What follows belongs to an exercise in optimizing a design on an open flow for small area and a short achievable clock period; a production flow would make more cautious choices.
RTL that was checked went through simulation tests only; none was proved equivalent to the original.
Power is estimated from default activity; no workload was simulated.

Setup of v6:
==> flow/design.v (excerpt) <==
module fault_mem_cfg #(
  parameter int DATA_WIDTH = 8,
  parameter int ADDR_WIDTH = 4,
  parameter int CAPACITY   = 16,
  parameter int NUM_FAULTS = 4,
  parameter int IDX_WIDTH  = 2,
  parameter int BIT_WIDTH  = 3
) (
  input  logic                  clk,
  input  logic                  rst,
  input  logic                  write_read,
  input  logic [ADDR_WIDTH-1:0] address,
  input  logic [DATA_WIDTH-1:0] wdata,
  output logic [DATA_WIDTH-1:0] rdata,
  input  logic                  cfg_we,
  input  logic [IDX_WIDTH-1:0]  cfg_idx,
  input  logic [2:0]            cfg_type,
  input  logic [ADDR_WIDTH-1:0] cfg_vaddr,
  input  logic [BIT_WIDTH-1:0]  cfg_vbit,
  input  logic [ADDR_WIDTH-1:0] cfg_aaddr,
  input  logic [BIT_WIDTH-1:0]  cfg_abit,
  output logic                  fault_hit
);
  localparam int NF = 4;
  localparam int NW = 16;
  localparam int DW = 8;
  logic [NF-1:0][2:0] type_q;
  logic [NF-1:0][3:0] vaddr_q;
  logic [NF-1:0][2:0] vbit_q;
  logic [NF-1:0][3:0] aaddr_q;
  logic [NF-1:0][2:0] abit_q;
  logic       ld_q;
  logic [1:0] ldi_q;
  logic [3:0] ld_vaddr_q, ld_aaddr_q;
  logic [2:0] ld_vbit_q, ld_abit_q;
  logic [NF-1:0] flip_q, flip_d;
  logic [NF-1:0] cvv_q, cup_q, cdn_q, cag_q;
  logic [NF-1:0] cvv_d, cup_d, cdn_d, cag_d;
  ...
export LEC_CHECK = 0
export CAP_MARGIN = 20
export CELL_PAD_IN_SITES_DETAIL_PLACEMENT = 2
export CELL_PAD_IN_SITES_GLOBAL_PLACEMENT = 4
export CORE_MARGIN = 2
export CORE_UTILIZATION = 25
export PLACE_DENSITY = 0.35
export SLEW_MARGIN = 20
create_clock -name core_clock -period 24.0 [get_ports {clk}]
standard.sh (not shown) runs the stock make flow with config.mk's settings and CLKGATE_MAP_FILE= SYNTH_SCRIPT=/design/flow/synth_recipe.tcl, a recipe that flattens the netlist after the stock synthesis.
==> flow/flow/run.sh <==
#!/bin/bash
# Layout flow: the standard ORFS flow with two changes.
#  1. Technology mapping uses an area-oriented ABC script (flow/area.abc) in
#     place of ORFS's delay-oriented one. Everything else in synthesis is the
#     standard script, so the registers are the standard synthesis's.
#  2. repair_timing aims for a setup slack of SETUP_MARGIN ns, so paths far
#     shorter than the clock period are still tightened.
set -euo pipefail
SETUP_MARGIN=${SETUP_MARGIN:-17}
here=$(pwd)
rm -rf "$here/orfs_scripts"
cp -r "$FLOW_HOME/scripts" "$here/orfs_scripts"
cp "$here/flow/area.abc" "$here/orfs_scripts/abc_speed.script"
bash standard.sh SCRIPTS_DIR="$here/orfs_scripts" SETUP_SLACK_MARGIN=$SETUP_MARGIN finish > standard_flow.log 2>&1
==> flow/flow/area.abc <==
strash
&get -n
&dch -f
&nf -R 1000 -p
&put
v6 completed end to end with timing, DRC and antenna clean.
### v6 -> v7
==> flow/flow/area.abc <==
strash
&get -n
&dch -f
&nf -p
&put
## What came out
Number of buffers inserted by post-CTS setup repair: higher on v6
v6 → v7: wire length +about 10%, synthesized netlist cell count -about 0.7%.
Going from v6 to v7, count of inserted antenna diode cells shrinks by 1.
Function was not checked in any run of this note: the RTL went through the layout flow alone.

---

fault_mem_cfg, a different RTL version from the one above (not shown whole).
For scale: ~3,600 cells after synthesis, ~44 I/O pins.
==> flow/design.v (excerpt) <==
module fault_mem_cfg #(
  parameter int DATA_WIDTH = 8,
  parameter int ADDR_WIDTH = 4,
  parameter int CAPACITY   = 16,
  parameter int NUM_FAULTS = 4,
  parameter int IDX_WIDTH  = 2,
  parameter int BIT_WIDTH  = 3
) (
  input  logic                  clk,
  input  logic                  rst,
  input  logic                  write_read,
  input  logic [ADDR_WIDTH-1:0] address,
  input  logic [DATA_WIDTH-1:0] wdata,
  output logic [DATA_WIDTH-1:0] rdata,
  input  logic                  cfg_we,
  input  logic [IDX_WIDTH-1:0]  cfg_idx,
  input  logic [2:0]            cfg_type,
  input  logic [ADDR_WIDTH-1:0] cfg_vaddr,
  input  logic [BIT_WIDTH-1:0]  cfg_vbit,
  input  logic [ADDR_WIDTH-1:0] cfg_aaddr,
  input  logic [BIT_WIDTH-1:0]  cfg_abit,
  output logic                  fault_hit
);
  localparam int NF = 4;
  localparam int NW = 16;
  localparam int DW = 8;
  logic [NF-1:0][2:0] type_q;
  logic [NF-1:0][3:0] vaddr_q;
  logic [NF-1:0][2:0] vbit_q;
  logic [NF-1:0][3:0] aaddr_q;
  logic [NF-1:0][2:0] abit_q;
  logic       ld_q;
  logic [1:0] ldi_q;
  logic [3:0] ld_vaddr_q, ld_aaddr_q;
  logic [2:0] ld_vbit_q, ld_abit_q;
  logic [NF-1:0] flip_q, flip_d;
  logic [NF-1:0] cvv_q, cup_q, cdn_q, cag_q;
  logic [NF-1:0] cvv_d, cup_d, cdn_d, cag_d;
  logic [NW-1:0][DW-1:0] mem_q;
  logic [NW-1:0][DW-1:0] mem_d;
  ...
export LEC_CHECK = 0
export CAP_MARGIN = 20
export CELL_PAD_IN_SITES_DETAIL_PLACEMENT = 2
export CELL_PAD_IN_SITES_GLOBAL_PLACEMENT = 4
export CORE_MARGIN = 2
export CORE_UTILIZATION = 25
export PLACE_DENSITY = 0.35
export SLEW_MARGIN = 20
create_clock -name core_clock -period 24.0 [get_ports {clk}]
==> flow/flow/run.sh <==
#!/bin/bash
# Standard ORFS layout; repair_timing aims for a larger setup slack than the
# default so that paths far shorter than the clock period are still tightened.
set -euo pipefail
bash standard.sh SETUP_SLACK_MARGIN=17 finish > standard_flow.log 2>&1
The first run completed without violations.
Change:
==> flow/flow/run.sh (replaced) <==
#!/bin/bash
# Layout flow: the standard ORFS flow with two changes.
#  1. Technology mapping uses an area-oriented ABC script (flow/area.abc) in
#     place of ORFS's delay-oriented one. Everything else in synthesis is the
#     standard script, so the registers are the standard synthesis's.
#  2. repair_timing aims for a setup slack of SETUP_MARGIN ns, so paths far
#     shorter than the clock period are still tightened.
set -euo pipefail
SETUP_MARGIN=${SETUP_MARGIN:-17}
here=$(pwd)
rm -rf "$here/orfs_scripts"
cp -r "$FLOW_HOME/scripts" "$here/orfs_scripts"
cp "$here/flow/area.abc" "$here/orfs_scripts/abc_speed.script"
bash standard.sh SCRIPTS_DIR="$here/orfs_scripts" SETUP_SLACK_MARGIN=$SETUP_MARGIN finish > standard_flow.log 2>&1
==> flow/flow/area.abc (new file) <==
strash
&get -n
&dch -f
&nf -R 1000 -p
&put
=> Area after synthesis goes down by 18%. Non-clock buffer count came out lower by 65. Worst setup slack loses 190 ps. Utilization stays flat. Synthesized cell count shrinks by 18%. Cell area went down by 18%. Fmax came out lower by 2.5%. Sequential power climbs by 5.8%.

---

fault_mem_cfg, a different RTL version from the one above (not shown whole).
For scale: ~2900 cells after synthesis, about 400 flip-flops, ~44 I/O pins, roughly 26000 um^2 of cells after synthesis.
Settings: LEC_CHECK=0, CAP_MARGIN=20, CELL_PAD_IN_SITES_DETAIL_PLACEMENT=2, CELL_PAD_IN_SITES_GLOBAL_PLACEMENT=4, CORE_MARGIN=2, CORE_UTILIZATION=25, PLACE_DENSITY=0.35, SLEW_MARGIN=20; clock period 24.0 ns.
==> flow/flow/run.sh <==
#!/bin/bash
# Layout flow: the standard ORFS flow with two changes.
#  1. Technology mapping uses an area-oriented ABC script (flow/area.abc) in
#     place of ORFS's delay-oriented one. Everything else in synthesis is the
#     standard script, so the registers are the standard synthesis's.
#  2. repair_timing aims for a setup slack of SETUP_MARGIN ns, so paths far
#     shorter than the clock period are still tightened.
set -euo pipefail
SETUP_MARGIN=${SETUP_MARGIN:-17.5}
here=$(pwd)
rm -rf "$here/orfs_scripts"
cp -r "$FLOW_HOME/scripts" "$here/orfs_scripts"
cp "$here/flow/area.abc" "$here/orfs_scripts/abc_speed.script"
bash standard.sh SCRIPTS_DIR="$here/orfs_scripts" SETUP_SLACK_MARGIN=$SETUP_MARGIN finish > standard_flow.log 2>&1
==> flow/flow/area.abc <==
strash
&get -n
&dch -f
&nf -R 1000 -p
&put
Next try:
--- a/flow/flow/run.sh
+++ b/flow/flow/run.sh
@@ -8,3 +8,3 @@
 set -euo pipefail
-SETUP_MARGIN=${SETUP_MARGIN:-17.5}
+SETUP_MARGIN=${SETUP_MARGIN:-17}
 here=$(pwd)
--- a/flow/config.mk
+++ b/flow/config.mk
@@ -8,7 +8,10 @@
 export CAP_MARGIN = 20
-export CELL_PAD_IN_SITES_DETAIL_PLACEMENT = 2
-export CELL_PAD_IN_SITES_GLOBAL_PLACEMENT = 4
+export CELL_PAD_IN_SITES_DETAIL_PLACEMENT = 1
+export CELL_PAD_IN_SITES_GLOBAL_PLACEMENT = 3
 export CORE_MARGIN = 2
-export CORE_UTILIZATION = 25
-export PLACE_DENSITY = 0.35
+export CORE_UTILIZATION = 35
+export CTS_BUF_LIST = sky130_fd_sc_hd__clkbuf_16
+export CTS_CLUSTER_DIAMETER = 150
+export CTS_CLUSTER_SIZE = 18
+export PLACE_DENSITY = 0.45
 export SLEW_MARGIN = 20
Effect: Clock power drops by about 46%; setup slack is worse by 73 ps; clock skew falls by 31 ps; final area falls by 11%.
Next try:
==> flow/config.mk (replaced) <==
export PLATFORM = sky130hd
export DESIGN_NAME = fault_mem_cfg
export DESIGN_NICKNAME = fault_mem_cfg
export VERILOG_FILES = /design/flow/design.v
export SDC_FILE = /design/flow/constraint.sdc
export NUM_CORES = 4
export LEC_CHECK = 0
export CAP_MARGIN = 20
export CELL_PAD_IN_SITES_DETAIL_PLACEMENT = 2
export CELL_PAD_IN_SITES_GLOBAL_PLACEMENT = 4
export CORE_MARGIN = 2
export CORE_UTILIZATION = 25
export PLACE_DENSITY = 0.35
export SLEW_MARGIN = 20
export TNS_END_PERCENT = 0
Setup slack loses 240 ps.
Sequential power barely changes.
Final area came out higher by 4.5%.
Routed wire length climbs by 17%.
Clock power rises by 84%.
Synthesized cell count stays the same.
Combinational power is higher by about 3%.
Via count rises by 0.94%.
Final cell count rose by 11%.
Core utilization drops by 10 points.
First-iteration DRC count is lower by 11%.
Next try:
==> flow/flow/area.abc (replaced) <==
strash
&get -n
&dch -f
&nf -R 50 -p
&put
--- a/flow/config.mk
+++ b/flow/config.mk
@@ -14,2 +14 @@
 export SLEW_MARGIN = 20
-export TNS_END_PERCENT = 0
Outcome: The changed run completed with no timing, DRC or antenna violations. Combinational power rises by about 3%. Global-route usage is about the same. Power climbs by 1.2%. Non-clock buffer count rose by 40. Final cell count came out higher by 1.1%. Wire length is lower by 0.50%. Via count came out lower by 0.40%.

---

## job 3129
Starting RTL as in the previous note.
export LEC_CHECK = 0
export CAP_MARGIN = 20
export CELL_PAD_IN_SITES_DETAIL_PLACEMENT = 2
export CELL_PAD_IN_SITES_GLOBAL_PLACEMENT = 4
export CORE_MARGIN = 2
export CORE_UTILIZATION = 25
export CTS_BUF_LIST = sky130_fd_sc_hd__clkbuf_16
export CTS_CLUSTER_DIAMETER = 80
export CTS_CLUSTER_SIZE = 22
export PLACE_DENSITY = 0.35
export SLEW_MARGIN = 20
create_clock -name core_clock -period 24.0 [get_ports {clk}]
==> flow/flow/run.sh <==
#!/bin/bash
# Layout flow: the standard ORFS flow with two changes.
#  1. Technology mapping uses an area-oriented ABC script (flow/area.abc) in
#     place of ORFS's delay-oriented one. Everything else in synthesis is the
#     standard script, so the registers are the standard synthesis's.
#  2. repair_timing aims for a setup slack of SETUP_MARGIN ns, so paths far
#     shorter than the clock period are still tightened.
set -euo pipefail
SETUP_MARGIN=${SETUP_MARGIN:-17}
here=$(pwd)
rm -rf "$here/orfs_scripts"
cp -r "$FLOW_HOME/scripts" "$here/orfs_scripts"
cp "$here/flow/area.abc" "$here/orfs_scripts/abc_speed.script"
bash standard.sh SCRIPTS_DIR="$here/orfs_scripts" SETUP_SLACK_MARGIN=$SETUP_MARGIN finish > standard_flow.log 2>&1
==> flow/flow/area.abc <==
strash
&get -n
&dch -f
&nf -R 1000 -p
&put
Having completed the whole flow, job 3129 delivered a layout that passed the timing, DRC and antenna checks.
For job 2593, these inputs were changed with respect to job 3129:
Settings: CTS_BUF_LIST removed (was sky130_fd_sc_hd__clkbuf_16); CTS_CLUSTER_SIZE removed (was 22); CTS_CLUSTER_DIAMETER removed (was 80).
diff --git a/flow/flow/run.sh b/flow/flow/run.sh
--- a/flow/flow/run.sh
+++ b/flow/flow/run.sh
@@ -7,5 +7,5 @@
 #     shorter than the clock period are still tightened.
 set -euo pipefail
-SETUP_MARGIN=${SETUP_MARGIN:-17}
+SETUP_MARGIN=${SETUP_MARGIN:-16.5}
 here=$(pwd)
 rm -rf "$here/orfs_scripts"
## What came out
A standard cell with the maximum stage delay on the critical path of sky130_fd_sc_hd__nor4_1 is what job 3129 shows, while sky130_fd_sc_hd__a222oi_1 belongs to job 2593.
Going from job 3129 to job 2593, final instance area barely changed; wire length of the first global-routing pass shrank by 2400 um; hold slack dropped 0.0066 ns.
Here is what was changed in the inputs of job 5078 compared with job 2593.
Settings: putting CTS_CLUSTER_SIZE at 24 where nothing was set; putting CTS_BUF_LIST at sky130_fd_sc_hd__clkbuf_8 where nothing was set.
diff --git a/flow/flow/run.sh b/flow/flow/run.sh
--- a/flow/flow/run.sh
+++ b/flow/flow/run.sh
@@ -7,5 +7,5 @@
 #     shorter than the clock period are still tightened.
 set -euo pipefail
-SETUP_MARGIN=${SETUP_MARGIN:-16.5}
+SETUP_MARGIN=${SETUP_MARGIN:-17}
 here=$(pwd)
 rm -rf "$here/orfs_scripts"
Findings:
- In the metrics for job 2593 and job 5078, the one carrying the higher power is job 2593.
- Looking at area of the multi-input gates across job 2593 and job 5078, the one that comes out lower is job 2593.
- The cell with the biggest individual delay on the critical path comes out sky130_fd_sc_hd__a222oi_1 in one run and sky130_fd_sc_hd__clkdlybuf4s50_1 in the other, namely in job 2593 and job 5078 respectively.
- Via count sits higher in job 5078 than in job 2593.
[inputs] job 7261 vs job 5078
Settings: swapping 24 for 20 in CTS_CLUSTER_SIZE; swapping sky130_fd_sc_hd__clkbuf_8 for sky130_fd_sc_hd__clkbuf_16 in CTS_BUF_LIST; putting CTS_CLUSTER_DIAMETER at 150 where nothing was set.
diff --git a/flow/flow/run.sh b/flow/flow/run.sh
--- a/flow/flow/run.sh
+++ b/flow/flow/run.sh
@@ -7,5 +7,5 @@
 #     shorter than the clock period are still tightened.
 set -euo pipefail
-SETUP_MARGIN=${SETUP_MARGIN:-17}
+SETUP_MARGIN=${SETUP_MARGIN:-17.3}
 here=$(pwd)
 rm -rf "$here/orfs_scripts"
Diff job 5078 and job 7261: cell area after placement lower in job 5078
When job 7261 is measured against job 5078, its setup slack on the worst flop-to-flop path turns out 0.24 ns higher.
[compare] base=job 5078 new=job 7261: sequential share of cell area shows a reduction of 0.79 points, top fanout value on the critical path saw a decrease, post-layout minimum cycle time lost 0.050 ns.
Delta (job 7261 minus job 5078): wire length picked up an extra 0.86%; overall global routing resource usage neither gained nor lost much; global-route wire length before repair picked up an extra 1200 um; ratio of routed vias to standard cells neither gained nor lost much.
For job 7261, the worst setup path endpoint was cdn_q[0], unlike job 5078, where it was aaddr_q[15].
Diff job 5078 -> job 7261: worst hold path cell count now sits lower; non-clock buffer total of the final layout has increased.
### job 7261 -> job 7267
Settings: a deleted CTS_CLUSTER_DIAMETER that had been 150; a deleted CTS_CLUSTER_SIZE that had been 20; a deleted CTS_BUF_LIST that had been sky130_fd_sc_hd__clkbuf_16.
diff --git a/flow/flow/run.sh b/flow/flow/run.sh
--- a/flow/flow/run.sh
+++ b/flow/flow/run.sh
@@ -7,5 +7,5 @@
 #     shorter than the clock period are still tightened.
 set -euo pipefail
-SETUP_MARGIN=${SETUP_MARGIN:-17.3}
+SETUP_MARGIN=${SETUP_MARGIN:-17}
 here=$(pwd)
 rm -rf "$here/orfs_scripts"
==> summary.txt <==
Required time reported for the critical path endpoint was lower in the run labelled job 7267. Against job 7261, job 7267 comes in 0.12 ns lower on largest stage delay on the critical path. Multi-input logic area down 3.0% in job 7267 wrt job 7261. Comparing job 7261 and job 7267, the lower routability congestion estimate was measured on job 7267. Highest net fanout along the worst path: job 7267 vs job 7261 up 19. Between job 7267 and job 7261, it is job 7267 whose cell count is lower, by about 0.5%.
#### Input delta (job 4714 over job 7267)
Settings: setting CTS_BUF_LIST to sky130_fd_sc_hd__clkbuf_4 sky130_fd_sc_hd__clkbuf_8 for the first time.
Results
- Status: share of cell area taken by multi-input logic gates parity (job 7267, job 4714)
- For sequential cell count, job 4714 and job 7267 come out practically identical.
- Job 7267 has lower number of standard cells in the layout, taps in and fillers out than job 4714.
- Per the comparison of job 4714 with job 7267, utilization now smaller, met1 track utilization from global routing comparable, power now smaller.
- Synthesis-to-finish area growth sits lower in job 4714 than in job 7267.
- fhr_q[5] as the critical path endpoint was reported by job 7267, and aaddr_q[15] by job 4714.

[re-timing with driven ports]
The flow's constraints put no driver on any port. The routed layouts listed below were extracted and timed again, unchanged, in two steps. Step 1, drivers: a clkbuf_16 drives clk and a buf_2 each remaining input, both assumed. Step 2 adds t to the input delays and takes it off the output delays; t is the mean of the earliest and latest rising clock arrival at the registers after step 1. Input paths then give back, and output paths get back, about the clock's delay inside the block. a / b / c = ideal / step 1 / step 2; a / b = the first two.
| run | t, ns | setup WS [ns] | pins driven straight from the clock port |
|---|---|---|---|
| v6 | 0.702 | 16.006 / 16.038 / 15.336 | 1 |
| v7 | 0.736 | 16.233 / 16.272 / 15.536 | 1 |
| the first run of note 2 | 0.749 | 16.626 / 16.643 / 15.894 | 1 |
| the second run of note 2 | 0.737 | 16.437 / 16.450 / 15.713 | 1 |
| the first run of note 3 | 0.724 | 17.162 / 17.185 / 16.460 | 1 |
| the second run of note 3 | 0.689 | 17.088 / 17.088 / 16.449 | 1 |
| the third run of note 3 | 0.735 | 16.846 / 16.890 / 16.155 | 1 |
| the fourth run of note 3 | 0.736 | 17.069 / 16.928 / 16.192 | 1 |
| job 3129 | 0.685 | 17.037 / 16.998 / 16.313 | 1 |
| job 2593 | 0.742 | 16.679 / 16.725 / 15.983 | 1 |
| job 5078 | 0.819 | 17.044 / 17.055 / 16.265 | 1 |
| job 7261 | 0.701 | 17.094 / 17.116 / 16.415 | 1 |
| job 7267 | 0.736 | 17.067 / 17.049 / 16.313 | 1 |
| job 4714 | 0.814 | 17.044 / 17.054 / 16.270 | 1 |
After both steps setup and hold are still met in every run listed. The setup slack of the fourth run of note 3, which loses most, moves by -0.141 ns with the drivers and by -0.877 ns with both steps.
